What follows belongs to an exercise in optimizing a design on an open flow for small area; a production flow would make more cautious choices.
Function was checked by simulation only, so behaviour that the tests miss may differ from the original.
Power figures rest on the tool's default switching activity, not on a simulated workload.

==> design.v <==
`default_nettype none
package noc_pkg;
    typedef enum logic [7:0] {
        RESP_READ  = 8'h40,
        RESP_WRITE = 8'h80
    } resp_kind_e;
    typedef struct packed {
        resp_kind_e                          kind;    
        logic [7:0]                          src_id;  
        logic [7:0]                          len;     
        logic [0:3-1][31:0]     words;   
    } resp_entry_t;
endpackage
`default_nettype wire
`timescale 1ns/1ps
`default_nettype none
module noc_bridge
(
    input  wire logic        c,
    input  wire logic        rst,
    input  wire logic        cmd_w,
    input  wire logic [7:0]  data_w,
    input  wire logic [31:0] data_rd,
    output logic             cmd_r,
    output logic [7:0]       data_r,
    output logic             sel,
    output logic             rw,
    output logic [31:0]      addr,
    output logic [31:0]      data_wr
);
    logic [1:0]  q_k  [0:3];   
    logic [7:0]  q_id [0:3];
    logic [1:0]  q_p  [0:3];   
    logic [31:0] q_a  [0:3];   
    logic [31:0] q_d  [0:2];   
    logic [1:0]  dw;           
    logic [1:0]  dr;           
    logic [1:0]  g;            
    logic [3:0]  pc;           
    logic        pwr;          
    logic [2:0]  wp;           
    logic        act;
    logic [3:0]  b;            
    logic [2:0]  rp;           
    logic        dl;           
    wire op_ok = cmd_w && (data_w == 8'h23 || data_w == 8'h63);
    wire done  = (pc == 4'd6 && !pwr) || pc == 4'd10;
    always_ff @(posedge c or posedge rst) begin
        if (rst) begin
            pc <= '0;
            wp <= '0;
            dw <= '0;
            g  <= '0;
        end else begin
            g <= g + 2'd1;
            if (pc == 4'd0) begin
                if (op_ok) pc <= 4'd1;
            end else if (done) begin
                pc <= 4'd0;
                wp <= wp + 3'd1;
                if (pwr) dw <= (dw == 2'd2) ? 2'd0 : dw + 2'd1;
            end else begin
                pc <= pc + 4'd1;
            end
        end
    end
    always_ff @(posedge c) begin
        if (pc == 4'd0) pwr <= data_w[6];
    end
    wire [1:0]  h    = rp[1:0];
    wire [1:0]  h_k  = q_k[h];
    wire        h_wr = (h_k == 2'd0);
    wire [7:0]  h_id = q_id[h];
    wire [31:0] h_a  = q_a[h];
    wire [31:0] h_d  = q_d[dr];
    wire last   = h_wr ? (b[0] == 1'b1) : (b == {h_k, 2'b11});
    wire rd_cap = act && !h_wr && b[1:0] == {dl, ~dl} && b[3:2] < h_k;
    wire        free = !act || last;
    wire [2:0]  n    = act ? rp + 3'd1 : rp;
    wire [1:0]  n_p  = q_p[n[1:0]];
    wire        ph0  = (g + 2'd1 == n_p);    
    wire        ph1  = (g + 2'd2 == n_p);    
    wire        go   = free && (n != wp) && (ph0 || ph1);
    always_ff @(posedge c or posedge rst) begin
        if (rst) begin
            act <= 1'b0;
            rp  <= '0;
            dr  <= '0;
        end else begin
            if (free) begin
                rp  <= n;
                act <= go;
            end
            if (act && last && h_wr) dr <= (dr == 2'd2) ? 2'd0 : dr + 2'd1;
        end
    end
    always_ff @(posedge c) begin
        if (go) begin
            b  <= '0;
            dl <= ph1;
        end else begin
            b  <= b + 4'd1;
        end
    end
    always_ff @(posedge c) begin
        for (int i = 0; i < 4; i++) begin
            q_a[i] <= {(wp[1:0] == 2'(i) && pc >= 4'd2 && pc <= 4'd5) ? data_w : q_a[i][7:0],
                       q_a[i][31:8]};
            if (wp[1:0] == 2'(i)) begin
                if (pc == 4'd1) q_id[i] <= data_w;
                if (pc == 4'd6) q_k[i]  <= pwr ? 2'd0 : data_w[3:2];
                if (done)       q_p[i]  <= g + 2'd1;
            end
        end
        for (int i = 0; i < 3; i++) begin
            q_d[i] <= {(dw == 2'(i) && pc >= 4'd7) ? data_w : q_d[i][7:0], q_d[i][31:8]};
        end
    end
    logic [31:0] wb;
    logic [7:0]  wt;
    always_ff @(posedge c) begin
        wb <= rd_cap ? data_rd : {data_rd[31:24], wb[31:8]};
        wt <= wb[7:0];
    end
    wire [31:0] a_al = {h_a[23:0], h_a[31:24]};
    assign sel     = act && (h_wr ? (b == {3'b0, dl}) : (b[1:0] == {1'b0, dl} && b[3:2] < h_k));
    assign rw      = h_wr;
    assign addr    = {a_al[31:2] + 30'(b[3:2]), a_al[1:0]};
    assign data_wr = h_d;
    always_comb begin
        cmd_r  = 1'b0;
        data_r = 8'h00;
        if (act) begin
            if (b == 4'd0) begin
                cmd_r  = 1'b1;
                data_r = h_wr ? 8'h80 : 8'h40;
            end else if (b == 4'd1) begin
                data_r = h_id;
            end else if (b == 4'd2) begin
                data_r = {4'b0, h_k, 2'b00};
            end else if (last) begin
                cmd_r  = 1'b1;
                data_r = 8'hE0;
            end else begin
                data_r = dl ? wb[7:0] : wt;
            end
        end
    end
endmodule
`default_nettype wire
==> flow/run.sh <==
#!/bin/bash
# Standard layout, with the port buffers made of the smallest buffer cell and no dummy clock loads.
set -euo pipefail
bash standard.sh "BUFFER_PORTS_ARGS=-buffer_cell sky130_fd_sc_hd__buf_1" "CTS_ARGS=-sink_clustering_enable -repair_clock_nets -sink_clustering_size 25 -sink_clustering_max_diameter 100 -dont_use_dummy_load" finish > standard_flow.log 2>&1
==> standard.sh <==
#!/bin/bash
# synth_recipe.tcl (not shown) runs the flow's synth.tcl, then flattens the netlist and writes it again
# the make line also repeats each setting of config.mk as NAME=value (left out here)
make -C /OpenROAD-flow-scripts/flow DESIGN_CONFIG=/design/flow/config.mk WORK_HOME=/design/flow/orfs CLKGATE_MAP_FILE= SYNTH_SCRIPT=/design/flow/synth_recipe.tcl "${@:-finish}"
==> config.mk <==
export PLATFORM = sky130hd
export DESIGN_NAME = noc_bridge
export DESIGN_NICKNAME = noc_bridge
export VERILOG_FILES = /design/flow/design.v
export SDC_FILE = /design/flow/constraint.sdc
export NUM_CORES = 4
export LEC_CHECK = 0
export CAP_MARGIN = 20
export CORE_MARGIN = 2
export CORE_UTILIZATION = 40
export SLEW_MARGIN = 20
==> constraint.sdc <==
create_clock -name core_clock -period 5.0 [get_ports {c}]
set_input_delay 1.0000 -clock core_clock [delete_from_list [all_inputs] [get_ports {c}]]
set_output_delay 1.0000 -clock core_clock [all_outputs]
set_load 0.01 [all_outputs]
==> run summary, run 1 <==
* Total core area at between 20000 and 30000 µm²
* Nets at 1126
* Distinct cells, synth at 56
* Longest Clk Path Bufs at 3
* Clock sink count at 335
* Status: complete, no violations
* DIE AREA at 30830 µm²
* Drt initial violations at between 600 and 700
* Most numerous cell in the Yosys netlist: dfxtp_1
* Slowest-stage cell, CP: nor4_4
* Worst Skew at about 0.044 ns
* Vias in the first global route at 7141
* Initial antenna violation count at 0
* Min-delay src: q_a[2][9]
* Post-route ant nets at 0
* Chip Height at 175.6 µm
* Worst R2R End: dl
* IO Pins at around 120
* CP arrival at 3.64 ns
* RePlAce Congestion at just over 0.8
* Area grow syn2layout at 10.47%
* Fmax achieved at 215.7 MHz
* Synth area leader: dfxtp_1
* Post-Route WL at approximately 26000 µm
* First-pass GRT wire length at roughly 40000 µm
* Die X at 175.6 µm
* Worst min path class: reg -> reg
* Mapped Cells at 954
* Period utilisation layout at 0.9272
* CTS tree: built
* Part of the Yosys area used for sequential elements at 0.6191
* Max Cap Viol at 0
* Hold depth at 0
* Final Setup Violations at 0
* Syn_area_per_cell at 12.35 µm²
* Synth top area share at 0.4555
* Syn Nets at 1023
* Most used DFF post-synth: dfxtp_1
* Post-CTS Hold Fix Bufs at 0
* Power per cell area at 790.4 nW/µm²
* Clock Latency Late Sink at between 0.5 and 0.6 ns
* Final hold vios at 0
* CP Class: reg -> out
* CP endpoint kind: output pin
* Minimum clock period at 4.636 ns
* R2R setup slack at ~1.7 ns
* Rows at 62
* Diodes inserted at 0
* Tightest Pin Transition at roughly 1.1 ns
* Worst EP required at 4.00 ns
* Top cells by count, synth: 268 x dfxtp_1, 80 x mux2_2, 73 x a21oi_1
* Ys Warns at 6
* #FFs+latches synth at 335
* Count of final max-slew check failures at 0
* Max_slew headroom at 0.2891
* DRC violations left at 0
* CTS root buffer: clkbuf_16
* Cell Area, Synth at 11780 µm²
* Layout cells sized above 1 at 0.1318
* CTS H-tree lvls at 1
* IO buf count at 117
* RSZ-0062 raised after global routing: no
* R2r startpoint: rp[0]
* DP HPWL at ~18000 µm
* Total Routing Usage GR at 0.1650
* Max FO, Critical Path at 21
* Hold_ws at 0.3172 ns
* Drt pass-1 iters at 6
* DR WL/cell at 18.02 µm
* Asr flop ratio synth at 0.05075
* Peak supply drop at 0.4396 mV
* DP Area at 12570 µm²
* Clk slew on worst S/H paths at approximately 0.1 ns
* Leakage at 0.004941 µW
* Min-Delay Endpoint: q_a[2][1]
* Critical Path, Cell by Cell: ha_2 -> buf_4 -> a22oi_1 -> a2bb2oi_2 -> nand4_1 -> nor4_4 -> nand3_1 -> xnor2_1 -> buf_1
* Setup crit start kind: register
* Vias per std cell at 5.186
* Vias post-DR at 7463
* FF-to-FF path depth at 6
* Final Instance Area at 13010 µm²
* Global route overflow at 0
* CTS Buf Count at 17
* Delay of the slowest cell on the worst path at 0.56 ns
* Pin count of the biggest net entering global routing at 65
* Number of synthesized flops with an enable pin at 50
* Synth top area cells: dfxtp_1 46%, edfxtp_1 13%, mux2_2 7.6%
* Initial core utilization at 0.4081
* Fillers at 2682
* Fin Setup TNS at 0 ns
==> layout make-up <==
cell class                 count  area, µm²  area share
multi-input combinational    550       4177      0.3210
inverter                      20      77.57    0.005962
tap                          384      480.5     0.03693
timing repair buffer         133      559.3     0.04298
sequential                   335       7292      0.5604
clock buffer                  17      425.4     0.03270
==> power by group <==
group	leakage, µW	switching [µW]	internal, µW
combinational	0.00182	2660	1770
clock	0.000209	796	612
sequential	0.00291	621	3830
total	0.00494	4080	6210
==> worst max-delay path by stage <==
| stage | cells past startpoint | slack (ns) | endpoint | from |
|---|---|---|---|---|
| finish | 9 | 0.36 | addr[16] | rp[0] |
| global route | 12 | 0.07 | addr[31] | rp[0] |
| CTS | 9 | 0.05 | addr[31] | rp[0] |
| detailed placement | 11 | 0.50 | addr[31] | rp[0] |
| global placement | 11 | 0.60 | addr[31] | rp[0] |
| floorplan | 16 | 0.51 | addr[31] | rp[0] |
==> cells by family (layout without fill, tap and decap cells) <==
| family | Yosys count | in the layout | synth area share |
|---|---|---|---|
| flops | 335 | 335 | 0.6191 |
| compound gates | 198 | 198 | 0.1176 |
| simple gates | 188 | 188 | 0.08361 |
| mux | 94 | 94 | 0.09094 |
| buf+inv | 69 | 170 | 0.02709 |
| xor+xnor | 44 | 44 | 0.03336 |
| fa+ha+maj | 26 | 26 | 0.02826 |
==> sequential cells by signal, summed over array words and instances (netlist names), 3 cells and up <==
signal / count
q_p: 8
wb: 32
q_k: 8
pc: 4
q_d: 96
rp: 3
wt: 8
q_a: 128
b: 4
q_id: 32
wp: 3
==> per-stage QoR <==
step	instances	power [µW]	worst slack [ns]	utilization
after detailed placement	1421	8937	0.5031	0.4356
after global placement	1421	8919	0.5965	0.4355
final	1439	10280	0.3640	0.4509
after CTS	1438	10360	0.05076	0.4504
after floorplan	954	7459	0.5087	-
after global routing	1439	10980	0.06649	0.4509
==> per-layer routing <==
metal	vias up	wire, µm	global-route usage
li1	3629	-	-
met1	3563	12760	0.2450
met2	237	11370	0.2587
met3	34	1453	0.02294
met4	0	354	0.03134
met5	-	0	0
==> what timing repair did <==
| item | CTS | global route |
|---|---|---|
| buffers inserted | 0 | 1 |
| gates resized for setup | 1 | 1 |
| pin swaps | 0 | 1 |
| endpoints found under the setup margin | 1 | 11 |
==> worst max-delay path: cells and delay by family, from the launching register on <==
family,cells,cell delay (ns)
AND/OR/NAND/NOR,3,1.01
buffers and inverters,2,0.52
XOR/XNOR,1,0.22
adder cells (fa/ha/maj),1,0.45
AO/OA/AOI/OAI,2,0.45
flip-flops,1,0.50
==> cells in the final DEF (no fill, tap or decap), types with 12 or more instances in the layout <==
cell type,n
mux2_2,80
nor2_1,65
inv_1,19
dfxtp_1,268
buf_4,16
o21ai_0,19
a21oi_1,73
dfrtp_1,17
buf_1,117
a222oi_1,29
a22oi_1,45
xnor2_1,31
edfxtp_1,50
clkbuf_16,17
nand2_1,28
nor2b_1,17
xor2_1,12
nand3_1,23
and2_1,18
ha_1,21
==> run 2, diff against run 1 <==
==> flow/run.sh (replaced) <==
#!/bin/bash
# Standard layout, with the port buffers made of the smallest buffer cell and no dummy clock loads.
set -euo pipefail
bash standard.sh "BUFFER_PORTS_ARGS=-buffer_cell sky130_fd_sc_hd__buf_1" "CTS_ARGS=-sink_clustering_enable -repair_clock_nets -sink_clustering_size 15 -sink_clustering_max_diameter 50 -buf_list sky130_fd_sc_hd__clkbuf_8 -dont_use_dummy_load" finish > standard_flow.log 2>&1
==> run summary, run 2 <==
* Status: complete, no violations
* Setup crit start kind: register
* Setup Slack @ Placement at 0.5031 ns (unchanged)
* Final hold vios at 0 (unchanged)
* Drt pass-1 iters at 6 (unchanged)
* DP HPWL at 18130 µm (unchanged)
* Nets at 1144 (+1.6%)
* Initial antenna violation count at 0 (unchanged)
* RSZ-0062 raised after global routing: no
* Vias per std cell at 5.130 (-1.1%)
* CTS H-tree lvls at 2 (+1)
* Fillers at 2700 (+0.67%)
* RePlAce Congestion at 0.8278 (unchanged)
* Initial core utilization at 0.4081 (unchanged)
* IO Pins at 118 (unchanged)
* Asr flop ratio synth at 0.05075 (unchanged)
* Final Power at 10330 µW (+0.45%)
* Post-Route WL at 26120 µm (+0.71%)
* Peak supply drop at 0.4443 mV (+1.1%)
* DR WL/cell at 17.93 µm (-0.54%)
* Period utilisation layout at 0.9373 (+0.01005)
* Syn_area_per_cell at 12.35 µm² (unchanged)
* Vias post-DR at 7474 (+0.15%)
* Leakage at 0.004984 µW (+0.85%)
* Post-route setup slack at 0.3137 ns (-0.05025 ns)
* Longest Clk Path Bufs at 3 (unchanged)
* Ys Warns at 6 (unchanged)
* Max reg flops at 128 (unchanged)
* Part of the Yosys area used for sequential elements at 0.6191 (unchanged)
* Vias in the first global route at 7281 (+2.0%)
* Final Instance Area at 13070 µm² (+0.43%)
* First-pass GRT wire length at 40550 µm (+0.70%)
* Clock sink count at 335 (unchanged)
* Synth Area in Adders at 0.02826 (unchanged)
* Mapped Cells at 954 (unchanged)
* Area grow syn2layout at 10.95%
* Clk slew on worst S/H paths at 0.10 ns (about the same)
* Top cells by count, synth: 268 x dfxtp_1, 80 x mux2_2, 73 x a21oi_1
* CTS root buffer: clkbuf_8
* Hold_ws at 0.3109 ns (-0.006340 ns)
* Most numerous cell in the Yosys netlist: dfxtp_1
* Fin Setup TNS at 0 ns (unchanged)
* Xor and xnor area share after synthesis at 0.03336 (unchanged)
* Final Setup Violations at 0 (unchanged)
* Synth top area cells: dfxtp_1 46%, edfxtp_1 13%, mux2_2 7.6%
* Die X at 175.6 µm (unchanged)
* Cell Area, Synth at 11780 µm² (unchanged)
* CP endpoint kind: output pin
* Most common cell after layout, fill and taps aside: dfxtp_1
* Power per cell area at 790.6 nW/µm² (about the same)
* CTS Buf Count at 35 (+18)
* Slowest-stage cell, CP: nor4_4
* Worst Skew at 0.06407 ns (+0.02026 ns)
* Proportion of synthesized area in mux cells at 0.09094 (unchanged)
* Drt initial violations at 606 (-2.4%)
* DIE AREA at 30830 µm² (unchanged)
* #FFs+latches synth at 335 (unchanged)
* Clock Latency Late Sink at 0.54 ns (+0.03 ns)
* Chip Height at 175.6 µm (unchanged)
* Rows at 62 (unchanged)
* Count of final max-slew check failures at 0 (unchanged)
* Worst min path class: reg -> reg
* Synth area leader: dfxtp_1
* Number of synthesized flops with an enable pin at 50 (unchanged)
* CP Class: reg -> out
* Largest family of logic cells by synthesized area: compound AO/OA/AOI/OAI gates
* CP arrival at 3.69 ns (+0.05 ns)
* Diodes inserted at 0 (unchanged)
* Most frequent cells in the layout: 268 x dfxtp_1, 117 x buf_1, 80 x mux2_2
* Pin count of the biggest net entering global routing at 65 (unchanged)
* Post-CTS Hold Fix Bufs at 0 (unchanged)
* Critical Path, Cell by Cell: ha_2 -> buf_4 -> a22oi_1 -> a2bb2oi_2 -> nand4_1 -> nor4_4 -> nand3_1 -> xnor2_1 -> buf_1
* Worst EP required at 4.00 ns (about the same)
* Synth top area share at 0.4555 (unchanged)
* CTS tree: built
* Syn Nets at 1023 (unchanged)
* Most used DFF post-synth: dfxtp_1
* Total core area at 28860 µm² (unchanged)
* Tightest Pin Transition at 1.068 ns (+0.002044 ns)
* Minimum clock period at 4.686 ns (+0.05025 ns)
* Compound-cell area share of the yosys netlist at 0.1176 (unchanged)
* Delay of the slowest cell on the worst path at 0.55 ns (about the same)
* Max Cap Viol at 0 (unchanged)
* Max FO, Critical Path at 21 (unchanged)
* Max_slew headroom at 0.2877 (-0.001363)
* Post-synthesis simple-gate area fraction at 0.08361 (unchanged)
* Post-route ant nets at 0 (unchanged)
* Fmax achieved at 213.4 MHz (-1.1%)
* DP Area at 12570 µm² (unchanged)
* Largest registers: q_a (128), q_d (96)
* DRC violations left at 0 (unchanged)
* IO buf count at 117 (unchanged)
* Global route overflow at 0 (unchanged)
* Total Routing Usage GR at 0.1679 (+0.002844)
* Layout cells sized above 1 at 0.1463 (+0.01457)
* Distinct cells, synth at 56 (unchanged)
* Largest Register: q_a
## run 2: cell type report
class,instances,area [µm²],area share
clock buffers,35,481.7,0.03686
inverters,20,77.57,0.005936
repair buffers,133,559.3,0.04280
well taps,384,480.5,0.03677
multi-input cells,550,4177,0.3196
flip-flops and latches,335,7292,0.5580
## run 2: critical path: cells and delay by family, from the launching register on
family	cells	cell delay, ns
flops	1	0.50
compound gates	2	0.45
buf+inv	2	0.52
xor+xnor	1	0.22
simple gates	3	1.01
fa+ha+maj	1	0.46
## run 2: timing repair
action                     in CTS  in global routing
setup endpoints to repair       1                  1
setup buffers                   0                  1
pin swaps                       0                  1
resized for setup               2                  0
## run 2: cells by family (layout without fill, tap and decap cells)
| logic type | after synthesis | in the layout |
|---|---|---|
| AO/OA/AOI/OAI | 198 | 198 |
| XOR/XNOR | 44 | 44 |
| adder cells (fa/ha/maj) | 26 | 26 |
| buffers and inverters | 69 | 188 |
| flip-flops | 335 | 335 |
| multiplexers | 94 | 94 |
| AND/OR/NAND/NOR | 188 | 188 |
## run 2: power by group
| group | switching (µW) | internal (µW) | leakage (µW) | total, µW |
|---|---|---|---|---|
| sequential | 620 | 3830 | 0.00291 | 4450 |
| clock | 827 | 625 | 0.000252 | 1450 |
| combinational | 2660 | 1770 | 0.00182 | 4430 |
## run 2: layer usage
metal | vias to the layer above | track usage | wire length [µm]
li1 | 3656 | - | -
met3 | 41 | 0.02987 | 1427
met4 | 0 | 0.04752 | 502
met5 | - | 0 | 0
met1 | 3551 | 0.2434 | 12750
met2 | 226 | 0.2577 | 11440
## run 2: worst paths after layout
path | start | end | slack [ns] | cells past startpoint
worst min-delay path | q_d[0][31] | q_d[0][23] | 0.31 | 0
worst max-delay path | rp[0] | addr[16] | 0.31 | 9
min in group asynchronous | rst | act | 0.59 | 2
worst max register to register | rp[0] | dl | 1.66 | 6
worst min register to register | q_d[0][31] | q_d[0][23] | 0.31 | 0
max in group asynchronous | rst | dr[0] | 3.84 | 2
## run 2: per-stage QoR
stage,instances,utilization
after CTS,1456,0.4525
after detailed placement,1421,0.4356
final,1457,0.4528
after floorplan,954,-
after global placement,1421,0.4355
after global routing,1457,0.4528
==> run 3, diff against run 2 <==
==> run.sh (new file) <==
#!/bin/bash
# synth_recipe.tcl (not shown) runs the flow's synth.tcl, then flattens the netlist and writes it again
# the make line also repeats each setting of config.mk as NAME=value (left out here)
make -C /OpenROAD-flow-scripts/flow DESIGN_CONFIG=/design/flow/config.mk WORK_HOME=/design/flow/orfs CLKGATE_MAP_FILE= SYNTH_SCRIPT=/design/flow/synth_recipe.tcl finish
removed: flow/run.sh
removed: standard.sh
==> run summary, run 3 <==
* Synth Area in Adders at 0.02826 (unchanged)
* Drt pass-1 iters at 9 (+3)
* Final Setup Violations at 0 (unchanged)
* Count of final max-slew check failures at 0 (unchanged)
* Mapped Cells at 954 (unchanged)
* Diodes inserted at 0 (unchanged)
* Post-route ant nets at 0 (unchanged)
* Longest Clk Path Bufs at 3 (unchanged)
* Compound-cell area share of the yosys netlist at 0.1176 (unchanged)
* IO buf count at 117 (unchanged)
* Cell Area, Synth at 11780 µm² (unchanged)
* CP Class: reg -> out
* CP endpoint kind: output pin
* Synth top area share at 0.4555 (unchanged)
* Xor and xnor area share after synthesis at 0.03336 (unchanged)
* RSZ-0062 raised after global routing: yes
* Tightest Pin Transition at 0.8776 ns (-0.1908 ns)
* #FFs+latches synth at 335 (unchanged)
* Status: complete, no violations
* Final Instance Area at 14640 µm² (+12%)
* Most numerous cell in the Yosys netlist: dfxtp_1
* Max reg flops at 128 (unchanged)
* Worst Skew at 0.01170 ns (-0.05237 ns)
* Largest Register: q_a
* Power per cell area at 846.6 nW/µm² (+7.1%)
* Layout cells sized above 1 at 0.1722 (+0.02591)
* RePlAce Congestion at 0.7774 (-6.1%)
* Top cells by count, synth: 268 x dfxtp_1, 80 x mux2_2, 73 x a21oi_1
* Pin count of the biggest net entering global routing at 43 (-34%)
* DIE AREA at 30830 µm² (unchanged)
* Initial core utilization at 0.4081 (unchanged)
* Post-Route WL at 26590 µm (+1.8%)
* Area grow syn2layout at 24.31%
* Fillers at 2581 (-4.4%)
* Clk slew on worst S/H paths at 0.06 ns (-0.04 ns)
* Vias in the first global route at 7706 (+5.8%)
* Distinct cells, synth at 56 (unchanged)
* DP HPWL at 18130 µm (about the same)
* Final core utilization at 0.5073 (+0.05450)
* Clock sink count at 335 (unchanged)
* Part of the Yosys area used for sequential elements at 0.6191 (unchanged)
* Syn Nets at 1023 (unchanged)
* Global route overflow at 0 (unchanged)
* DRC violations left at 0 (unchanged)
* IO Pins at 118 (unchanged)
* Int Power at 8076 µW (+30%)
* Net load switching power at 4318 µW (+5.1%)
* Hold_ws at 0.3436 ns (+0.03271 ns)
* Max FO, Critical Path at 16 (-24%)
* Total Routing Usage GR at 0.1740 (+0.006181)
* Clock Latency Late Sink at 0.51 ns (-0.03 ns)
* Die X at 175.6 µm (unchanged)
* Max_slew headroom at 0.4087 (+0.1210)
* Drt initial violations at 542 (-11%)
* Sw frac at 0.3484 (-0.04920)
* Final hold vios at 0 (unchanged)
* Minimum clock period at 4.852 ns (+0.1655 ns)
* CTS root buffer: clkbuf_16
* Proportion of synthesized area in mux cells at 0.09094 (unchanged)
* Initial antenna violation count at 1 (+1)
* Leakage at 0.005704 µW (+14%)
* Rows at 62 (unchanged)
* Logic pwr share at 0.429 (about the same)
* Chip Height at 175.6 µm (unchanged)
* Fmax achieved at 206.1 MHz (-3.4%)
* Number of synthesized flops with an enable pin at 50 (unchanged)
* CTS H-tree lvls at 2 (unchanged)
* Clock power share at 0.211 (+0.070)
* Most common cell after layout, fill and taps aside: dfxtp_1
* Largest registers: q_a (128), q_d (96)
* Largest family of logic cells by synthesized area: compound AO/OA/AOI/OAI gates
* Vias post-DR at 7664 (+2.5%)
* CP arrival at 3.85 ns (+0.16 ns)
* DP Area at 13400 µm² (+6.6%)
* Setup crit start kind: register
* Asr flop ratio synth at 0.05075 (unchanged)
* Peak supply drop at 0.5177 mV (+17%)
* Post-synthesis simple-gate area fraction at 0.08361 (unchanged)
* DR WL/cell at 17.81 µm (-0.67%)
* Worst EP required at 4.00 ns (about the same)
* CTS tree: built
* Max Cap Viol at 0 (unchanged)
* Most frequent cells in the layout: 268 x dfxtp_1, 117 x clkdlybuf4s50_1, 79 x mux2_2
* Worst min path class: reg -> reg
* Most used DFF post-synth: dfxtp_1
* Synth top area cells: dfxtp_1 46%, edfxtp_1 13%, mux2_2 7.6%
* First-pass GRT wire length at 42440 µm (+4.6%)
* Synth area leader: dfxtp_1
* Post-CTS Hold Fix Bufs at 0 (unchanged)
* Period utilisation layout at 0.9704 (+0.03311)
* Vias per std cell at 5.133 (about the same)
* CTS Buf Count at 36 (+2.9%)
* Ys Warns at 6 (unchanged)
* Final Power at 12390 µW (+20%)
* Total core area at 28860 µm² (unchanged)
* Syn_area_per_cell at 12.35 µm² (unchanged)
* Sequential power share at 0.360 (-0.071)
* Nets at 1153 (+0.79%)
-- run 3: stage by stage --
stage	setup TNS, ns	std cells	worst slack [ns]
4_1_cts	0	1490	0.01769
2_1_floorplan	0	954	0.5087
3_3_place_gp	0	1427	0.5376
3_5_place_dp	0	1427	0.5244
6_report	0	1493	0.1482
5_1_grt	-0.1879	1493	-0.04544
-- run 3: critical path: stages, from the launching register on --
cell	delay (ns)
dfrtp_2	0.46
inv_1	0.10
ha_1	0.21
clkinv_2	0.26
buf_4	0.27
a21oi_1	0.13
ha_1	0.20
fa_2	0.26
nand2_2	0.09
nor4_4	0.27
buf_4	0.20
nand3_1	0.10
xnor2_1	0.21
clkdlybuf4s50_1	0.57
-- run 3: area by class of cell --
class                           instances  area, µm²  share of cell area
Clock buffer                           54       1104             0.07538
Clock inverter                          9      85.08            0.005811
Inverter                               20      76.32            0.005213
Multi-Input combinational cell        550       4200              0.2869
Sequential cell                       335       7293              0.4982
Tap cell                              384      480.5             0.03282
Timing Repair Buffer                  141       1401             0.09572
-- run 3: worst paths after layout --
kind                                  from  cells past startpoint          to  slack [ns]
max in group asynchronous              rst                      2       rp[0]        3.57
min in group asynchronous              rst                      2       dw[1]        0.92
worst max-delay path                 rp[0]                     13    addr[16]        0.15
worst max register to register       rp[0]                     10          dl        1.95
worst min-delay path            q_d[0][19]                      0  q_d[0][11]        0.34
worst min register to register  q_d[0][19]                      0  q_d[0][11]        0.34
-- run 3: per-layer routing --
metal  up-vias  part of all wire  GRT usage
met4         0             0.015    0.04132
met1      3674              0.47     0.2437
met2       238              0.45     0.2772
met3        36             0.061    0.03593
met5         -                 0          0
li1       3716                 -          -
-- run 3: logic make-up (layout without fill, tap and decap cells) --
logic type,Yosys count,after routing
fa+ha+maj,26,26
mux,94,94
buf+inv,69,224
simple gates,188,188
flops,335,335
xor+xnor,44,44
compound gates,198,198
-- run 3: power by group through the flow --
stage / logic, µW / clock network, µW / registers, µW
floorplan: 3200 / 0 / 4260
global placement: 5290 / 0 / 4490
detailed placement: 5290 / 0 / 4500
CTS: 5350 / 2670 / 4460
global route: 5810 / 2790 / 4600
finish: 5320 / 2610 / 4470
-- run 3: what timing repair did --
item,in CTS,in global routing
setup endpoints to repair,7,25
pin swaps,0,7
resized for setup,1,9
setup buffers,0,3
==> run 4, diff against run 3 <==
--- a/config.mk
+++ b/config.mk
@@ -8,4 +8,6 @@
 export CAP_MARGIN = 20
 export CORE_MARGIN = 2
 export CORE_UTILIZATION = 40
+export CTS_CLUSTER_DIAMETER = 100
+export CTS_CLUSTER_SIZE = 25
 export SLEW_MARGIN = 20
==> run summary, run 4 <==
* Largest Register: q_a
* Clock Latency Late Sink at 0.51 ns (about the same)
* Worst min path class: reg -> reg
* Critical Path, Cell by Cell: inv_1 -> ha_2 -> buf_4 -> a222oi_1 -> a21oi_1 -> ha_1 -> fa_2 -> nand2_2 -> nor4_4 -> buf_4 -> buf_4 -> xor2_1 -> clkdlybuf4s50_1
* Min-delay src: q_d[1][25]
* R2R setup slack at 1.99 ns (+0.04 ns)
* Max_slew headroom at 0.4091 (about the same)
* Synth top area share at 0.4555 (unchanged)
* Chip Height at 175.6 µm (unchanged)
* Total Routing Usage GR at 0.1704 (-0.003666)
* Nets at 1136 (-1.5%)
* Multi-input combinational cell area at 4197 µm² (about the same)
* Final hold vios at 0 (unchanged)
* Fin Setup TNS at 0 ns (unchanged)
* Delay of the slowest cell on the worst path at 0.56 ns (about the same)
* Worst R2R End: dl
* Most common cell on crit path: buf_4
* Status: complete, no violations
* Post-Route WL at 26320 µm (-1.0%)
* Global route overflow at 0 (unchanged)
* FF-to-FF path depth at 10 (unchanged)
* IO Pins at 118 (unchanged)
* Layout cells sized above 1 at 0.1453 (-0.02698)
* Max Cap Viol at 0 (unchanged)
* Rows at 62 (unchanged)
* Top cells by count, synth: 268 x dfxtp_1, 80 x mux2_2, 73 x a21oi_1
* Int Power at 7140 µW (-12%)
* Tightest Pin Transition at 0.8770 ns (-0.0006043 ns)
* Leakage at 0.005345 µW (-6.3%)
* Syn Nets at 1023 (unchanged)
* Period utilisation layout at 0.9600 (-0.01032)
* Initial antenna violation count at 1 (unchanged)
* Minimum clock period at 4.800 ns (-0.05160 ns)
* Critical path buffers and inverters at 5 (unchanged)
* Mapped Cells at 954 (unchanged)
* Total core area at 28860 µm² (unchanged)
* CTS tree: built
* Fmax achieved at 208.3 MHz (+1.1%)
* Net load switching power at 4123 µW (-4.5%)
* RSZ-0062 raised after global routing: yes
* Worst Skew at 0.02663 ns (+0.01493 ns)
* Initial core utilization at 0.4081 (unchanged)
* Most used DFF post-synth: dfxtp_1
* CTS root buffer: clkbuf_16
* Asr flop ratio synth at 0.05075 (unchanged)
* Synth top area cells: dfxtp_1 46%, edfxtp_1 13%, mux2_2 7.6%
* Sw frac at 0.3661 (+0.01767)
* Distinct cells, synth at 56 (unchanged)
* Cell family with most CP delay: buffers and inverters
* Clk slew on worst S/H paths at 0.10 ns (+0.04 ns)
* Setup crit start kind: register
* IO buf count at 117 (unchanged)
* Hold depth at 0 (unchanged)
* Power per cell area at 808.0 nW/µm² (-4.6%)
* Syn_area_per_cell at 12.35 µm² (unchanged)
* Most numerous cell in the Yosys netlist: dfxtp_1
* Peak supply drop at 0.5634 mV (+8.8%)
* Vias post-DR at 7494 (-2.2%)
* DP HPWL at 18130 µm (unchanged)
* FF+latch area at 7293 µm² (unchanged)
* Hold_ws at 0.3453 ns (+0.001689 ns)
* Diodes inserted at 0 (unchanged)
* Drt pass-1 iters at 6 (-3)
* Max FO, Critical Path at 9 (-7)
* RePlAce Congestion at 0.7774 (unchanged)
* Post-route setup slack at 0.1998 ns (+0.05160 ns)
* Worst EP required at 4.00 ns (about the same)
* CP arrival at 3.80 ns (-0.05 ns)
* CTS H-tree lvls at 1 (-1)
* Fillers at 2640 (+2.3%)
* R2r startpoint: rp[1]
* Most frequent cells in the layout: 268 x dfxtp_1, 117 x clkdlybuf4s50_1, 80 x mux2_2
* Final Power at 11260 µW (-9.1%)
* Pin count of the biggest net entering global routing at 43 (unchanged)
* Setup Slack @ Placement at 0.5244 ns (unchanged)
* Largest registers: q_a (128), q_d (96)
* #FFs+latches synth at 335 (unchanged)
* Post-route ant nets at 0 (unchanged)
* Sequential power share at 0.395 (+0.035)
* Most common cell after layout, fill and taps aside: dfxtp_1
* Slowest-stage cell, CP: clkdlybuf4s50_1
* CP Class: reg -> out
* Final core utilization at 0.4830 (-0.02428)
* Area grow syn2layout at 18.36%
* Longest Clk Path Bufs at 3 (unchanged)
* Ys Warns at 6 (unchanged)
* Clock sink count at 335 (unchanged)
* Logic pwr share at 0.473 (+0.044)
* First-pass GRT wire length at 41670 µm (-1.8%)
* Final Setup Violations at 0 (unchanged)
* Drt initial violations at 575 (+6.1%)
* Cell Area, Synth at 11780 µm² (unchanged)
* Vias per std cell at 5.140 (+0.13%)
* Count of final max-slew check failures at 0 (unchanged)
* Max reg flops at 128 (unchanged)
* DIE AREA at 30830 µm² (unchanged)
* Number of synthesized flops with an enable pin at 50 (unchanged)
* Vias in the first global route at 7438 (-3.5%)
* CTS Buf Count at 17 (-53%)
* Die X at 175.6 µm (unchanged)
* Min-Delay Endpoint: q_d[1][17]
* DR WL/cell at 18.05 µm (+1.4%)
* DRC violations left at 0 (unchanged)
* CP endpoint kind: output pin
* Part of the Yosys area used for sequential elements at 0.6191 (unchanged)
* Clock power share at 0.131 (-0.080)
* Synth area leader: dfxtp_1
==> run 4: changes by cell type in the layout (fill, tap and decap cells not counted), moves of 2 or more <==
cell / change
clkbuf_16: -22
clkbuf_8: -7
clkinv_2: -6
buf_4: +2
==> run 4: layout make-up <==
class / instances / share of cell area
flip-flops and latches: 335 / 0.5232
inverters: 20 / 0.005475
well taps: 384 / 0.03447
clock inverters: 2 / 0.001795
clock buffers: 24 / 0.03240
repair buffers: 143 / 0.1016
multi-input cells: 550 / 0.3011
==> run 4: worst register-to-register path, stage by stage, from the launching register on <==
cell and delay [ns]:
dfrtp_1 0.44, inv_1 0.11, ha_1 0.22, clkinv_2 0.26, buf_4 0.28, nand2_1 0.06, o21ai_1 0.11, ha_1 0.30
nand3_1 0.07, mux2_2 0.38, a211oi_2 0.45
==> run 4: cell families (layout without fill, tap and decap cells) <==
family	after synthesis	after routing	synth area share
compound gates	198	198	0.1176
simple gates	188	188	0.08361
fa+ha+maj	26	26	0.02826
flops	335	335	0.6191
mux	94	94	0.09094
xor+xnor	44	44	0.03336
buf+inv	69	189	0.02709
==> run 4: worst max-delay path by stage <==
stage,start,to,cells past startpoint
after global placement,rp[0],addr[31],10
after CTS,rp[0],addr[31],10
after detailed placement,rp[0],addr[16],9
after global routing,rp[1],addr[31],10
after floorplan,rp[0],addr[31],16
final,rp[1],addr[14],13
==> run 4: metal layers <==
metal | global-route usage | up-vias | wire [µm]
met4 | 0.02755 | 0 | 299
li1 | - | 3661 | -
met3 | 0.02835 | 23 | 1493
met5 | 0 | - | 0
met2 | 0.2756 | 198 | 11830
met1 | 0.2446 | 3612 | 12690
==> run 4: metrics by stage <==
stage	instance area [µm²]	instances
after floorplan	11780	954
after global placement	13400	1427
after detailed placement	13400	1427
after CTS	13870	1453
after global routing	13940	1458
final	13940	1458
==> run 4: power by group through the flow <==
stage | clock [µW] | combinational [µW] | sequential, µW
floorplan | 0 | 3200 | 4260
global placement | 0 | 5290 | 4490
detailed placement | 0 | 5290 | 4500
CTS | 1530 | 5350 | 4450
global route | 1640 | 5820 | 4590
finish | 1480 | 5330 | 4450
==> run 4: repair_timing <==
action | 4_1_cts | 5_1_grt
gates resized for setup | 1 | 9
pin swaps | 0 | 7
endpoints found under the hold margin | 0 | 0
setup endpoints to repair | 8 | 25
setup buffers | 0 | 5
hold buffers | 0 | 0
==> run 5, diff against run 4 <==
==> flow/run.sh (new file) <==
#!/bin/bash
# Standard layout, with the port buffers made of the smallest buffer cell.
set -euo pipefail
bash standard.sh "BUFFER_PORTS_ARGS=-buffer_cell sky130_fd_sc_hd__buf_1" finish > standard_flow.log 2>&1
==> standard.sh (new file) <==
#!/bin/bash
# synth_recipe.tcl (not shown) runs the flow's synth.tcl, then flattens the netlist and writes it again
# the make line also repeats each setting of config.mk as NAME=value (left out here)
make -C /OpenROAD-flow-scripts/flow DESIGN_CONFIG=/design/flow/config.mk WORK_HOME=/design/flow/orfs CLKGATE_MAP_FILE= SYNTH_SCRIPT=/design/flow/synth_recipe.tcl "${@:-finish}"
--- a/config.mk
+++ b/config.mk
@@ -8,6 +8,4 @@
 export CAP_MARGIN = 20
 export CORE_MARGIN = 2
 export CORE_UTILIZATION = 40
-export CTS_CLUSTER_DIAMETER = 100
-export CTS_CLUSTER_SIZE = 25
 export SLEW_MARGIN = 20
removed: run.sh
==> run summary, run 5 <==
* Status: complete, no violations
* Most numerous cell in the Yosys netlist: dfxtp_1
* Most frequent cells in the layout: 268 x dfxtp_1, 117 x buf_1, 80 x mux2_2
* Max reg flops at 128 (unchanged)
* Nets at 1144 (+0.70%)
* Final hold vios at 0 (unchanged)
* Net load switching power at 4326 µW (+4.9%)
* Distinct cells, synth at 56 (unchanged)
* Met2 routed WL at 11620 µm (-1.8%)
* DRT met1 WL at 12800 µm (+0.88%)
* Worst Skew at 0.02266 ns (-0.003970 ns)
* Die X at 175.6 µm (unchanged)
* Max_slew headroom at 0.2863 (-0.1228)
* CTS H-tree lvls at 2 (+1)
* Worst Setup EP: addr[31]
* Initial core utilization at 0.4081 (unchanged)
* Syn Nets at 1023 (unchanged)
* Clock power share at 0.221 (+0.090)
* Drt pass-1 iters at 8 (+2)
* Hold_ws at 0.3277 ns (-0.01762 ns)
* Initial antenna violation count at 0 (-1)
* Worst EP required at 4.00 ns (about the same)
* Largest Register: q_a
* Peak supply drop at 0.4361 mV (-23%)
* Wire length on met3 at 1597 µm (+7.0%)
* Global route overflow at 0 (unchanged)
* Chip Height at 175.6 µm (unchanged)
* CP arrival at 3.68 ns (-0.12 ns)
* Synth top area cells: dfxtp_1 46%, edfxtp_1 13%, mux2_2 7.6%
* #FFs+latches synth at 335 (unchanged)
* Tightest Pin Transition at 1.071 ns (+0.1935 ns)
* Longest Clk Path Bufs at 3 (unchanged)
* Clock Latency Late Sink at 0.51 ns (about the same)
* DIE AREA at 30830 µm² (unchanged)
* Logic pwr share at 0.388 (-0.085)
* Final core utilization at 0.4753 (-0.007717)
* Top layer in use: met4
* Cell Area, Synth at 11780 µm² (unchanged)
* Sw frac at 0.3787 (+0.01265)
* Minimum clock period at 4.678 ns (-0.1219 ns)
* Vias in the first global route at 7418 (-0.27%)
* Count of final max-slew check failures at 0 (unchanged)
* Placed instance count at 1421 (-0.42%)
* Asr flop ratio synth at 0.05075 (unchanged)
* Diodes inserted at 0 (unchanged)
* Total Routing Usage GR at 0.1706 (+0.0001976)
* Final Instance Area at 13720 µm² (-1.6%)
* Fin cells at 1484 (+1.8%)
* Area grow syn2layout at 16.47%
* Vias per std cell at 5.128 (-0.23%)
* Clock sink count at 335 (unchanged)
* Setup crit start kind: register
* Post-Route WL at 26550 µm (+0.89%)
* CP Class: reg -> out
* Drt initial violations at 597 (+3.8%)
* DRC violations left at 0 (unchanged)
* Total core area at 28860 µm² (unchanged)
* Fillers at 2640 (unchanged)
* Syn_area_per_cell at 12.35 µm² (unchanged)
* Number of synthesized flops with an enable pin at 50 (unchanged)
* Worst R2R End: dl
* Int Power at 7097 µW (-0.60%)
* Power per cell area at 832.7 nW/µm² (+3.1%)
* Part of the Yosys area used for sequential elements at 0.6191 (unchanged)
* CTS Buf Count at 35 (+18)
* Pin count of the biggest net entering global routing at 65 (+51%)
* CP Launch Point: rp[0]
* CP endpoint kind: output pin
* Max Cap Viol at 0 (unchanged)
* Synth area leader: dfxtp_1
* DP Area at 12570 µm² (-6.2%)
* Most used DFF post-synth: dfxtp_1
* Largest registers: q_a (128), q_d (96)
* DP HPWL at 18130 µm (about the same)
* DR WL/cell at 17.89 µm (-0.88%)
* Rows at 62 (unchanged)
* RSZ-0062 raised after global routing: no
* Worst min path class: reg -> reg
* Fin Setup TNS at 0 ns (unchanged)
* Post-CTS Hold Fix Bufs at 0 (unchanged)
* IO Pins at 118 (unchanged)
* Sequential power share at 0.391 (-0.004)
* Mapped Cells at 954 (unchanged)
* CTS tree: built
* Synth top area share at 0.4555 (unchanged)
* R2r startpoint: rp[0]
* Top cells by count, synth: 268 x dfxtp_1, 80 x mux2_2, 73 x a21oi_1
* Post-route ant nets at 0 (unchanged)
* Most common cell after layout, fill and taps aside: dfxtp_1
* Max FO, Critical Path at 21 (+12)
* Fmax achieved at 213.8 MHz (+2.6%)
* First-pass GRT wire length at 41230 µm (-1.1%)
* Clk slew on worst S/H paths at 0.06 ns (-0.04 ns)
* Leakage at 0.005290 µW (-1.0%)
* Layout cells sized above 1 at 0.1600 (+0.01475)
* Vias post-DR at 7610 (+1.5%)
* IO buf count at 117 (unchanged)
* Period utilisation layout at 0.9357 (-0.02438)
* Final Setup Violations at 0 (unchanged)
* FF-to-FF path depth at 6 (-4)
* Ys Warns at 6 (unchanged)
* RePlAce Congestion at 0.8278 (+6.5%)
* CTS root buffer: clkbuf_16
* R2R setup slack at 1.64 ns (-0.35 ns)
==> run 5: cell types whose count changed in the layout (fill, tap and decap cells not counted), sizes merged <==
cell / previous run / this run
clkinv: 1 / 11
clkbuf: 24 / 47
clkdlybuf4s50: 117 / 0
bufinv: 0 / 2
buf: 26 / 133
clkinvlp: 0 / 1
==> run 5: repair_timing <==
action                     4_1_cts  5_1_grt
pin swaps                        0        1
resized for setup                1        1
buffers inserted                 0        1
setup endpoints to repair        1       13
==> run 5: per-stage QoR <==
stage | setup slack (ns) | total power [µW]
2_1_floorplan | 0.5087 | 7459
3_3_place_gp | 0.5965 | 8919
3_5_place_dp | 0.5031 | 8937
4_1_cts | 0.01655 | 11510
5_1_grt | 0.06340 | 12150
6_report | 0.3217 | 11420
==> run 5: final cells by class <==
class / instances / area, µm² / area share
flip-flops and latches: 335 / 7292 / 0.5316
multi-input cells: 550 / 4177 / 0.3045
clock buffers: 47 / 982.2 / 0.07160
repair buffers: 133 / 559.3 / 0.04077
well taps: 384 / 480.5 / 0.03503
clock inverters: 15 / 148.9 / 0.01085
inverters: 20 / 77.57 / 0.005655
==> run 5: power by group through the flow <==
stage	sequential (µW)	combinational, µW	clock (µW)
3_3_place_gp	4500	4420	0
5_1_grt	4590	4860	2690
2_1_floorplan	4260	3200	0
4_1_cts	4460	4470	2580
6_report	4460	4440	2520
3_5_place_dp	4500	4440	0
==> run 5: logic make-up (layout without fill, tap and decap cells) <==
logic type | count (synthesis) | after routing | share of synthesized area
xor+xnor | 44 | 44 | 0.03336
simple gates | 188 | 188 | 0.08361
flops | 335 | 335 | 0.6191
fa+ha+maj | 26 | 26 | 0.02826
buf+inv | 69 | 215 | 0.02709
mux | 94 | 94 | 0.09094
compound gates | 198 | 198 | 0.1176
==> run 5: worst max-delay path: stages (launching register included) <==
cell      delay, ns
dfrtp_1        0.49
ha_2           0.46
buf_4          0.33
a222oi_1       0.16
a21oi_1        0.20
buf_4          0.17
nand4_1        0.22
nor3_4         0.41
nand4_1        0.30
xnor2_1        0.24
buf_1          0.17
==> run 5: layer usage <==
layer	up-vias	GRT usage
met1	3607	0.2438
met4	0	0.04924
met5	-	0
met3	44	0.03398
met2	261	0.2628
li1	3698	-
==> run 5: how the worst min path moves through the flow <==
stage / cells past startpoint / slack, ns / to / start
2_1_floorplan: 0 / 0.33 / wt[2] / wb[2]
3_3_place_gp: 0 / 0.33 / q_d[0][12] / q_d[0][20]
3_5_place_dp: 0 / 0.34 / q_a[3][13] / q_a[3][21]
4_1_cts: 0 / 0.34 / q_d[0][2] / q_d[0][10]
5_1_grt: 0 / 0.35 / q_a[1][17] / q_a[1][25]
6_report: 0 / 0.33 / q_a[1][17] / q_a[1][25]
==> run 6, diff against run 5 <==
--- a/config.mk
+++ b/config.mk
@@ -8,4 +8,6 @@
 export CAP_MARGIN = 20
 export CORE_MARGIN = 2
 export CORE_UTILIZATION = 40
+export CTS_CLUSTER_DIAMETER = 80
+export CTS_CLUSTER_SIZE = 30
 export SLEW_MARGIN = 20
==> run summary, run 6 <==
* IO Pins at 118 (unchanged)
* Part of the Yosys area used for sequential elements at 0.6191 (unchanged)
* Die X at 175.6 µm (unchanged)
* Clock sink count at 335 (unchanged)
* Diodes inserted at 0 (unchanged)
* Synth top area cells: dfxtp_1 46%, edfxtp_1 13%, mux2_2 7.6%
* Power per cell area at 794.9 nW/µm² (-4.5%)
* Largest Register: q_a
* DRC violations left at 0 (unchanged)
* CTS Buf Count at 16 (-54%)
* Ys Warns at 6 (unchanged)
* Max Cap Viol at 0 (unchanged)
* Top cells by count, synth: 268 x dfxtp_1, 80 x mux2_2, 73 x a21oi_1
* Largest registers: q_a (128), q_d (96)
* R2R setup slack at 1.66 ns (+0.02 ns)
* Worst EP required at 4.00 ns (about the same)
* CP Class: reg -> out
* Vias per std cell at 5.124 (about the same)
* Pin count of the biggest net entering global routing at 65 (unchanged)
* Clock Latency Late Sink at 0.51 ns (about the same)
* Rows at 62 (unchanged)
* DIE AREA at 30830 µm² (unchanged)
* Max_slew headroom at 0.2790 (-0.007278)
* Peak supply drop at 0.5173 mV (+19%)
* CTS root buffer: clkbuf_16
* Compound-cell area share of the yosys netlist at 0.1176 (unchanged)
* Period utilisation layout at 0.9359 (about the same)
* CTS tree: built
* Tightest Pin Transition at 1.081 ns (+0.01092 ns)
* Setup crit start kind: register
* Chip Height at 175.6 µm (unchanged)
* CTS H-tree lvls at 1 (-1)
* Most numerous cell in the Yosys netlist: dfxtp_1
* Fmax achieved at 213.7 MHz (about the same)
* Multi-input combinational cell area at 4177 µm² (unchanged)
* Total Routing Usage GR at 0.1648 (-0.005758)
* RSZ-0062 raised after global routing: no
* Clk slew on worst S/H paths at 0.11 ns (+0.05 ns)
* Post-synthesis simple-gate area fraction at 0.08361 (unchanged)
* Post-route ant nets at 0 (unchanged)
* Layout cells sized above 1 at 0.1363 (-0.02372)
* Drt pass-1 iters at 6 (-2)
* Asr flop ratio synth at 0.05075 (unchanged)
* Fillers at 2675 (+1.3%)
* Drt initial violations at 606 (+1.5%)
* Hold_ws at 0.3313 ns (+0.003610 ns)
* Total core area at 28860 µm² (unchanged)
* Syn_area_per_cell at 12.35 µm² (unchanged)
* Number of synthesized flops with an enable pin at 50 (unchanged)
* DP HPWL at 18130 µm (unchanged)
* Vias post-DR at 7420 (-2.5%)
* Distinct cells, synth at 56 (unchanged)
* Global route overflow at 0 (unchanged)
* Post-route setup slack at 0.3203 ns (-0.001348 ns)
* CP endpoint kind: output pin
* Post-Route WL at 25960 µm (-2.2%)
* RePlAce Congestion at 0.8278 (unchanged)
* Setup Slack @ Placement at 0.5031 ns (unchanged)
* Mapped Cells at 954 (unchanged)
* #FFs+latches synth at 335 (unchanged)
* Most common cell after layout, fill and taps aside: dfxtp_1
* Synth top area share at 0.4555 (unchanged)
* First-pass GRT wire length at 40080 µm (-2.8%)
* Largest family of logic cells by synthesized area: compound AO/OA/AOI/OAI gates
* Area grow syn2layout at 11.24%
* Proportion of synthesized area in mux cells at 0.09094 (unchanged)
* DR WL/cell at 17.93 µm (+0.21%)
* Synth area leader: dfxtp_1
* Vias in the first global route at 7140 (-3.7%)
* Final Setup Violations at 0 (unchanged)
* Initial antenna violation count at 0 (unchanged)
* Max reg flops at 128 (unchanged)
* Initial core utilization at 0.4081 (unchanged)
* Nets at 1125 (-1.7%)
* Count of final max-slew check failures at 0 (unchanged)
* Longest Clk Path Bufs at 3 (unchanged)
* Leakage at 0.004978 µW (-5.9%)
* Syn Nets at 1023 (unchanged)
* Cell Area, Synth at 11780 µm² (unchanged)
* Minimum clock period at 4.680 ns (+0.001348 ns)
* Status: complete, no violations
* Final hold vios at 0 (unchanged)
* FF+latch area at 7292 µm² (unchanged)
* Fin Setup TNS at 0 ns (unchanged)
* Most frequent cells in the layout: 268 x dfxtp_1, 117 x buf_1, 80 x mux2_2
* Max FO, Critical Path at 7 (-67%)
* Xor and xnor area share after synthesis at 0.03336 (unchanged)
* IO buf count at 117 (unchanged)
* Synth Area in Adders at 0.02826 (unchanged)
* CP arrival at 3.68 ns (about the same)
* Worst Skew at 0.01987 ns (-0.002789 ns)
* Most used DFF post-synth: dfxtp_1
* Worst min path class: reg -> reg
run 6: what timing repair did:
| item | in CTS | in global routing |
|---|---|---|
| pin swaps | 0 | 1 |
| endpoints found under the hold margin | 0 | 0 |
| gates resized for setup | 1 | 1 |
| setup endpoints to repair | 1 | 14 |
| buffers inserted | 0 | 1 |
| hold buffers | 0 | 0 |
run 6: metal layers:
| metal | share of wire | track usage |
|---|---|---|
| met1 | 0.49 | 0.2444 |
| met2 | 0.44 | 0.2567 |
| met3 | 0.049 | 0.02316 |
| met4 | 0.014 | 0.03512 |
| met5 | 0 | 0 |
run 6: layout make-up:
type,count,area share
Timing Repair Buffer,133,0.04269
Sequential cell,335,0.5566
Multi-Input combinational cell,550,0.3188
Clock inverter,5,0.004966
Clock buffer,21,0.03438
Inverter,20,0.005921
Tap cell,384,0.03667
run 6: critical path: stages (launching register included):
cell and delay [ns]:
dfrtp_1 0.50, inv_1 0.10, ha_1 0.30, buf_4 0.19
a222oi_1 0.24, a21oi_1 0.17, ha_1 0.31, a21o_1 0.14
nand2_1 0.13, nor4_4 0.41, buf_4 0.21, nand4_1 0.09
xnor2_1 0.21, buf_1 0.17
run 6: final timing paths:
check	startpoint	endpoint	cells past startpoint
hold reg to reg	q_d[0][9]	q_d[0][1]	0
max in group asynchronous	rst	dr[0]	2
setup reg to reg	rp[0]	dl	6
hold / removal	q_d[0][9]	q_d[0][1]	0
setup / recovery	rp[0]	addr[17]	13
min in group asynchronous	rst	pc[0]	2
run 6: logic make-up (layout without fill, tap and decap cells):
group           after synthesis  after routing
buf+inv                      69            179
fa+ha+maj                    26             26
mux                          94             94
xor+xnor                     44             44
simple gates                188            188
compound gates              198            198
flops                       335            335
run 6: through the flow:
step / cell area [µm²] / total power, µW / util / std cells
finish: 13100 / 10410 / 0.4540 / 1448
global route: 13100 / 11100 / 0.4540 / 1448
CTS: 13090 / 10490 / 0.4536 / 1447
detailed placement: 12570 / 8937 / 0.4356 / 1421
global placement: 12570 / 8919 / 0.4355 / 1421
floorplan: 11780 / 7459 / - / 954
run 6: where the power goes:
group / leakage, µW / switching [µW] / internal [µW]
sequential: 0.00291 / 621 / 3830
combinational: 0.00182 / 2670 / 1770
clock: 0.000246 / 863 / 671
total: 0.00498 / 4150 / 6260
==> run 7, diff against run 6 <==
--- a/config.mk
+++ b/config.mk
@@ -8,6 +8,6 @@
 export CAP_MARGIN = 20
 export CORE_MARGIN = 2
 export CORE_UTILIZATION = 40
-export CTS_CLUSTER_DIAMETER = 80
-export CTS_CLUSTER_SIZE = 30
+export CTS_CLUSTER_DIAMETER = 100
+export CTS_CLUSTER_SIZE = 25
 export SLEW_MARGIN = 20
==> run summary, run 7 <==
* Setup Slack @ Placement at 0.5031 ns (unchanged)
* Placed instance count at 1421 (unchanged)
* Drt pass-1 iters at 8 (+2)
* Max reg flops at 128 (unchanged)
* CP Class: reg -> out
* Initial core utilization at 0.4081 (unchanged)
* RePlAce Congestion at 0.8278 (unchanged)
* Worst EP required at 4.00 ns (about the same)
* Longest Clk Path Bufs at 3 (unchanged)
* Vias post-DR at 7469 (+0.66%)
* Number of synthesized flops with an enable pin at 50 (unchanged)
* Power per cell area at 794.0 nW/µm² (-0.11%)
* Final Setup Violations at 0 (unchanged)
* Synth area leader: dfxtp_1
* Post-route ant nets at 0 (unchanged)
* Period utilisation layout at 0.9285 (-0.007474)
* R2R setup slack at 1.67 ns (about the same)
* Die X at 175.6 µm (unchanged)
* R2r startpoint: rp[0]
* Diodes inserted at 0 (unchanged)
* Synth top area share at 0.4555 (unchanged)
* CTS root buffer: clkbuf_16
* Vias in the first global route at 7186 (+0.64%)
* Count of final max-slew check failures at 0 (unchanged)
* Asr flop ratio synth at 0.05075 (unchanged)
* Post-route setup slack at 0.3577 ns (+0.03737 ns)
* Ys Warns at 6 (unchanged)
* Most used DFF post-synth: dfxtp_1
* Syn_area_per_cell at 12.35 µm² (unchanged)
* Vias per std cell at 5.162 (+0.73%)
* DR WL/cell at 17.99 µm (+0.36%)
* Final hold vios at 0 (unchanged)
* Final core utilization at 0.4531 (-0.0009110)
* Setup crit start kind: register
* CTS tree: built
* Fin Setup TNS at 0 ns (unchanged)
* Status: complete, no violations
* IO buf count at 117 (unchanged)
* Drt initial violations at 600 (-0.99%)
* Rows at 62 (unchanged)
* Layout cells sized above 1 at 0.1345 (-0.001753)
* Fin cells at 1447 (-0.069%)
* Area grow syn2layout at 11.02%
* Synth top area cells: dfxtp_1 46%, edfxtp_1 13%, mux2_2 7.6%
* Worst min path class: reg -> reg
* FF-to-FF path depth at 6 (unchanged)
* Fmax achieved at 215.4 MHz (+0.80%)
* Pin count of the biggest net entering global routing at 65 (unchanged)
* Syn Nets at 1023 (unchanged)
* Total core area at 28860 µm² (unchanged)
* Distinct cells, synth at 56 (unchanged)
* Min-delay src: q_a[2][9]
* Global route overflow at 0 (unchanged)
* CTS H-tree lvls at 1 (unchanged)
* DRC violations left at 0 (unchanged)
* Max Cap Viol at 0 (unchanged)
* Worst Skew at 0.02167 ns (+0.001803 ns)
* DIE AREA at 30830 µm² (unchanged)
* Chip Height at 175.6 µm (unchanged)
* Most frequent cells in the layout: 268 x dfxtp_1, 117 x buf_1, 80 x mux2_2
* First-pass GRT wire length at 40450 µm (+0.91%)
* Top cells by count, synth: 268 x dfxtp_1, 80 x mux2_2, 73 x a21oi_1
* Max FO, Critical Path at 7 (unchanged)
* Part of the Yosys area used for sequential elements at 0.6191 (unchanged)
* Clk slew on worst S/H paths at 0.10 ns (about the same)
* #FFs+latches synth at 335 (unchanged)
* Peak supply drop at 0.4439 mV (-14%)
* Initial antenna violation count at 0 (unchanged)
* Minimum clock period at 4.642 ns (-0.03737 ns)
* Leakage at 0.004972 µW (-0.14%)
* Cell Area, Synth at 11780 µm² (unchanged)
* Most common cell after layout, fill and taps aside: dfxtp_1
* Largest registers: q_a (128), q_d (96)
* Mapped Cells at 954 (unchanged)
* CP arrival at 3.64 ns (-0.04 ns)
* Most numerous cell in the Yosys netlist: dfxtp_1
* CTS Buf Count at 17 (+1)
* Min-Delay Endpoint: q_a[2][1]
* CP endpoint kind: output pin
* RSZ-0062 raised after global routing: no
* Post-CTS Hold Fix Bufs at 0 (unchanged)
* Total Routing Usage GR at 0.1657 (+0.0009402)
* Largest Register: q_a
* Max_slew headroom at 0.2846 (+0.005592)
* Nets at 1126 (+0.089%)
* Hold depth at 0 (unchanged)
* Clock Latency Late Sink at 0.51 ns (about the same)
* Clock sink count at 335 (unchanged)
* Post-Route WL at 26040 µm (+0.29%)
* Worst R2R End: dl
* DP HPWL at 18130 µm (unchanged)
* IO Pins at 118 (unchanged)
* Tightest Pin Transition at 1.073 ns (-0.008387 ns)
[run 7: changes by cell type in the layout (fill, tap and decap cells not counted), sizes merged]
cell	before	now
clkbuf	21	22
clkinvlp	1	0
inv	23	22
[run 7: area by class of cell]
| class | count | area [µm²] |
|---|---|---|
| Timing Repair Buffer | 133 | 559.3 |
| Inverter | 20 | 77.57 |
| Multi-Input combinational cell | 550 | 4177 |
| Clock buffer | 22 | 465.4 |
| Clock inverter | 3 | 23.77 |
| Tap cell | 384 | 480.5 |
| Sequential cell | 335 | 7292 |
| Fill cell | 2676 | 15780 |
[run 7: cell families after synthesis]
logic type	synth area share
muxes	0.09094
DFF	0.6191
xor gates and xnor gates	0.03336
AOI/OAI and AO/OA	0.1176
buffers and inverters	0.02709
and+or+nand+nor	0.08361
adders and majority gates	0.02826
[run 7: what timing repair did]
item,CTS,global route
buffers inserted,0,1
pin swaps,0,1
hold endpoints to repair,0,0
endpoints found under the setup margin,1,14
resized for setup,1,1
[run 7: critical path: stages (launching register included)]
cell and delay, ns:
dfrtp_1 0.50, inv_1 0.10, ha_1 0.29, buf_4 0.19
a222oi_1 0.22, a21oi_1 0.16, ha_1 0.31, a21o_1 0.14
nand2_1 0.13, nor4_4 0.41, buf_4 0.21, nand4_1 0.09
xnor2_1 0.21, buf_1 0.17
[run 7: worst max path at each step]
stage                     startpoint        to  slack [ns]  cells past startpoint
final                          rp[0]  addr[17]        0.36                     13
after global routing           rp[0]  addr[31]        0.04                     12
after CTS                      rp[0]  addr[31]        0.03                      9
after detailed placement       rp[0]  addr[31]        0.50                     11
after global placement         rp[0]  addr[31]        0.60                     11
after floorplan                rp[0]  addr[31]        0.51                     16
[run 7: metrics by stage]
step	cell area (µm²)	hold slack [ns]	power [µW]
6_report	13080	0.3384	10380
5_1_grt	13080	0.3523	11080
4_1_cts	13060	0.3436	10460
3_5_place_dp	12570	0.3364	8937
3_3_place_gp	12570	0.3334	8919
2_1_floorplan	11780	0.3257	7459
[run 7: report_power, final]
| part | leakage, µW | switching (µW) | internal [µW] |
|---|---|---|---|
| Clock | 0.000240 | 836 | 669 |
| Sequential | 0.00291 | 622 | 3830 |
| Combinational | 0.00182 | 2660 | 1770 |
| Total | 0.00497 | 4120 | 6260 |
[run 7: routing by layer]
| layer | GRT usage | up-vias | part of all wire |
|---|---|---|---|
| met5 | 0 | - | 0 |
| met4 | 0.03650 | 0 | 0.017 |
| met3 | 0.02597 | 35 | 0.054 |
| met2 | 0.2574 | 219 | 0.44 |
| met1 | 0.2443 | 3573 | 0.49 |
| li1 | - | 3642 | - |
==> run 8, diff against run 7 <==
--- a/config.mk
+++ b/config.mk
@@ -7,7 +7,7 @@
 export LEC_CHECK = 0
 export CAP_MARGIN = 20
 export CORE_MARGIN = 2
-export CORE_UTILIZATION = 40
+export CORE_UTILIZATION = 65
 export CTS_CLUSTER_DIAMETER = 100
 export CTS_CLUSTER_SIZE = 25
 export SLEW_MARGIN = 20
==> run summary, run 8 <==
* Status: complete, no violations
* Fin Setup TNS at 0 ns (unchanged)
* Final Setup Violations at 0 (unchanged)
* Synth Area in Adders at 0.02826 (unchanged)
* Most numerous cell in the Yosys netlist: dfxtp_1
* Fmax achieved at 210.0 MHz (-2.5%)
* Distinct cells, synth at 56 (unchanged)
* Proportion of synthesized area in mux cells at 0.09094 (unchanged)
* Ys Warns at 6 (unchanged)
* Worst EP required at 4.00 ns (about the same)
* Clk slew on worst S/H paths at 0.10 ns (about the same)
* Count of final max-slew check failures at 0 (unchanged)
* Total Routing Usage GR at 0.2432 (+0.07740)
* Max Cap Viol at 0 (unchanged)
* Most used DFF post-synth: dfxtp_1
* RSZ-0062 raised after global routing: no
* Layout cells sized above 1 at 0.1360 (+0.001498)
* CTS root buffer: clkbuf_16
* Total core area at 17840 µm² (-38%)
* Chip Height at 138.6 µm (-21%)
* Vias post-DR at 7531 (+0.83%)
* Compound-cell area share of the yosys netlist at 0.1176 (unchanged)
* Mapped Cells at 954 (unchanged)
* Number of synthesized flops with an enable pin at 50 (unchanged)
* Max_slew headroom at 0.4357 (+0.1511)
* #FFs+latches synth at 335 (unchanged)
* Cell Area, Synth at 11780 µm² (unchanged)
* Drt pass-1 iters at 6 (-2)
* CTS Buf Count at 17 (unchanged)
* Diodes inserted at 0 (unchanged)
* DP HPWL at 16520 µm (-8.8%)
* CP Class: reg -> out
* Initial core utilization at 0.6601 (+0.2520)
* Setup crit start kind: register
* Nets at 1128 (+0.18%)
* Synth top area cells: dfxtp_1 46%, edfxtp_1 13%, mux2_2 7.6%
* Delay of the slowest cell on the worst path at 0.55 ns (+0.05 ns)
* DR WL/cell at 18.51 µm (+2.9%)
* Syn_area_per_cell at 12.35 µm² (unchanged)
* Cell family with most CP delay: simple AND/OR/NAND/NOR gates
* Xor and xnor area share after synthesis at 0.03336 (unchanged)
* Critical Path, Cell by Cell: ha_1 -> buf_4 -> a222oi_1 -> a21oi_1 -> nand4_1 -> nor4_4 -> nand3_1 -> xnor2_1 -> buf_1
* DIE AREA at 19210 µm² (-38%)
* Syn Nets at 1023 (unchanged)
* Rows at 49 (-21%)
* IO Pins at 118 (unchanged)
* CP endpoint kind: output pin
* Initial antenna violation count at 0 (unchanged)
* Clock Latency Late Sink at 0.50 ns (about the same)
* Synth area leader: dfxtp_1
* Global route overflow at 0 (unchanged)
* Leakage at 0.004978 µW (+0.13%)
* Most common cell after layout, fill and taps aside: dfxtp_1
* Period utilisation layout at 0.9525 (+0.02400)
* Final hold vios at 0 (unchanged)
* RePlAce Congestion at 0.8758 (+5.8%)
* DRC violations left at 0 (unchanged)
* Longest Clk Path Bufs at 3 (unchanged)
* Post-synthesis simple-gate area fraction at 0.08361 (unchanged)
* First-pass GRT wire length at 37740 µm (-6.7%)
* Worst Skew at 0.02115 ns (-0.0005272 ns)
* Vias in the first global route at 7182 (-0.056%)
* CP arrival at 3.76 ns (+0.12 ns)
* Worst min path class: reg -> reg
* Largest Register: q_a
* Vias per std cell at 5.815 (+13%)
* Largest family of logic cells by synthesized area: compound AO/OA/AOI/OAI gates
* Max reg flops at 128 (unchanged)
* Peak supply drop at 0.6022 mV (+36%)
* Asr flop ratio synth at 0.05075 (unchanged)
* Critical path buffers and inverters at 2 (-2)
* Hold_ws at 0.3480 ns (+0.009589 ns)
* Synth top area share at 0.4555 (unchanged)
* Clock sink count at 335 (unchanged)
* IO buf count at 117 (unchanged)
* CTS H-tree lvls at 1 (unchanged)
* Die X at 138.6 µm (-21%)
* Pin count of the biggest net entering global routing at 65 (unchanged)
* Minimum clock period at 4.762 ns (+0.1200 ns)
* Largest registers: q_a (128), q_d (96)
* Slowest-stage cell, CP: nor4_4
* Post-route ant nets at 0 (unchanged)
* Area grow syn2layout at 9.615%
* Max FO, Critical Path at 19 (+12)
* Most frequent cells in the layout: 268 x dfxtp_1, 117 x buf_1, 80 x mux2_2
* Final Power at 10260 µW (-1.2%)
* CTS tree: built
* Part of the Yosys area used for sequential elements at 0.6191 (unchanged)
* Top cells by count, synth: 268 x dfxtp_1, 80 x mux2_2, 73 x a21oi_1
* Final core utilization at 0.7236 (+0.2705)
* Drt initial violations at 549 (-8.5%)
* Tightest Pin Transition at 0.8428 ns (-0.2303 ns)
* Power per cell area at 794.7 nW/µm² (about the same)
* Post-Route WL at 23980 µm (-7.9%)
==> run 8: cell counts after synthesis <==
Identical to the previous run, type by type.
==> run 8: area by class of cell <==
type | count | area (µm²)
flip-flops and latches | 335 | 7292
fillers | 1259 | 4931
multi-input cells | 550 | 4193
repair buffers | 135 | 586.8
clock buffers | 24 | 451.7
well taps | 229 | 286.5
inverters | 20 | 75.07
clock inverters | 2 | 25.02
==> run 8: kinds of logic after synthesis <==
logic type / count (synthesis)
AND/OR/NAND/NOR: 188
flip-flops: 335
buffers and inverters: 69
adder cells (fa/ha/maj): 26
AO/OA/AOI/OAI: 198
XOR/XNOR: 44
multiplexers: 94
==> run 8: path summary, 6_finish.rpt <==
check                                 from   endpoint  slack (ns)  cells after the start
max in group asynchronous              rst      pc[2]        3.89                      2
worst max-delay path                 rp[0]   addr[16]        0.24                      9
worst min-delay path            q_a[2][16]  q_a[2][8]        0.35                      0
worst min register to register  q_a[2][16]  q_a[2][8]        0.35                      0
min in group asynchronous              rst      wp[0]        0.61                      2
worst max register to register       rp[0]         dl        1.81                      9
==> run 8: worst reg2reg max path, delay by kind of cell, from the launching register on <==
kind	cells	cell delay [ns]
muxes	1	0.38
and+or+nand+nor	2	0.16
AOI/OAI and AO/OA	3	1.00
buffers and inverters	1	0.25
adders and majority gates	2	0.60
DFF	1	0.48
==> run 8: metal layers <==
| metal | GRT usage | vias to the layer above | part of all wire |
|---|---|---|---|
| met4 | 0.05209 | 0 | 0.019 |
| met1 | 0.3593 | 3627 | 0.47 |
| met5 | 0 | - | 0 |
| li1 | - | 3639 | - |
| met3 | 0.03798 | 28 | 0.055 |
| met2 | 0.3848 | 237 | 0.45 |
==> run 8: what timing repair did <==
action | CTS | global route
gates resized for setup | 0 | 3
endpoints found under the setup margin | 0 | 15
hold endpoints to repair | 0 | 0
setup buffers | 0 | 3
hold buffers | 0 | 0
==> run 8: report_power, final <==
group          total (µW)  internal [µW]  leakage [µW]  switching [µW]
registers            4460           3830       0.00291             629
clock network        1460            647      0.000230             811
logic                4340           1780       0.00184            2560
total               10300           6260       0.00498            4000
==> run 8: per-stage QoR <==
step | setup WS [ns] | std cells | cell area, µm²
2_1_floorplan | 0.5087 | 954 | 11780
3_3_place_gp | 0.7071 | 1266 | 12390
3_5_place_dp | 0.6152 | 1266 | 12390
4_1_cts | 0.06297 | 1292 | 12870
5_1_grt | 0.06053 | 1295 | 12910
6_report | 0.2377 | 1295 | 12910

Setup slack of run 8, layout unchanged: 0.238 ns with ideal ports, 0.193 ns with driving cells assumed (clock clkbuf_16, inputs buf_2), 0.729 ns with port delays also shifted by the 0.536 ns mid clock arrival.
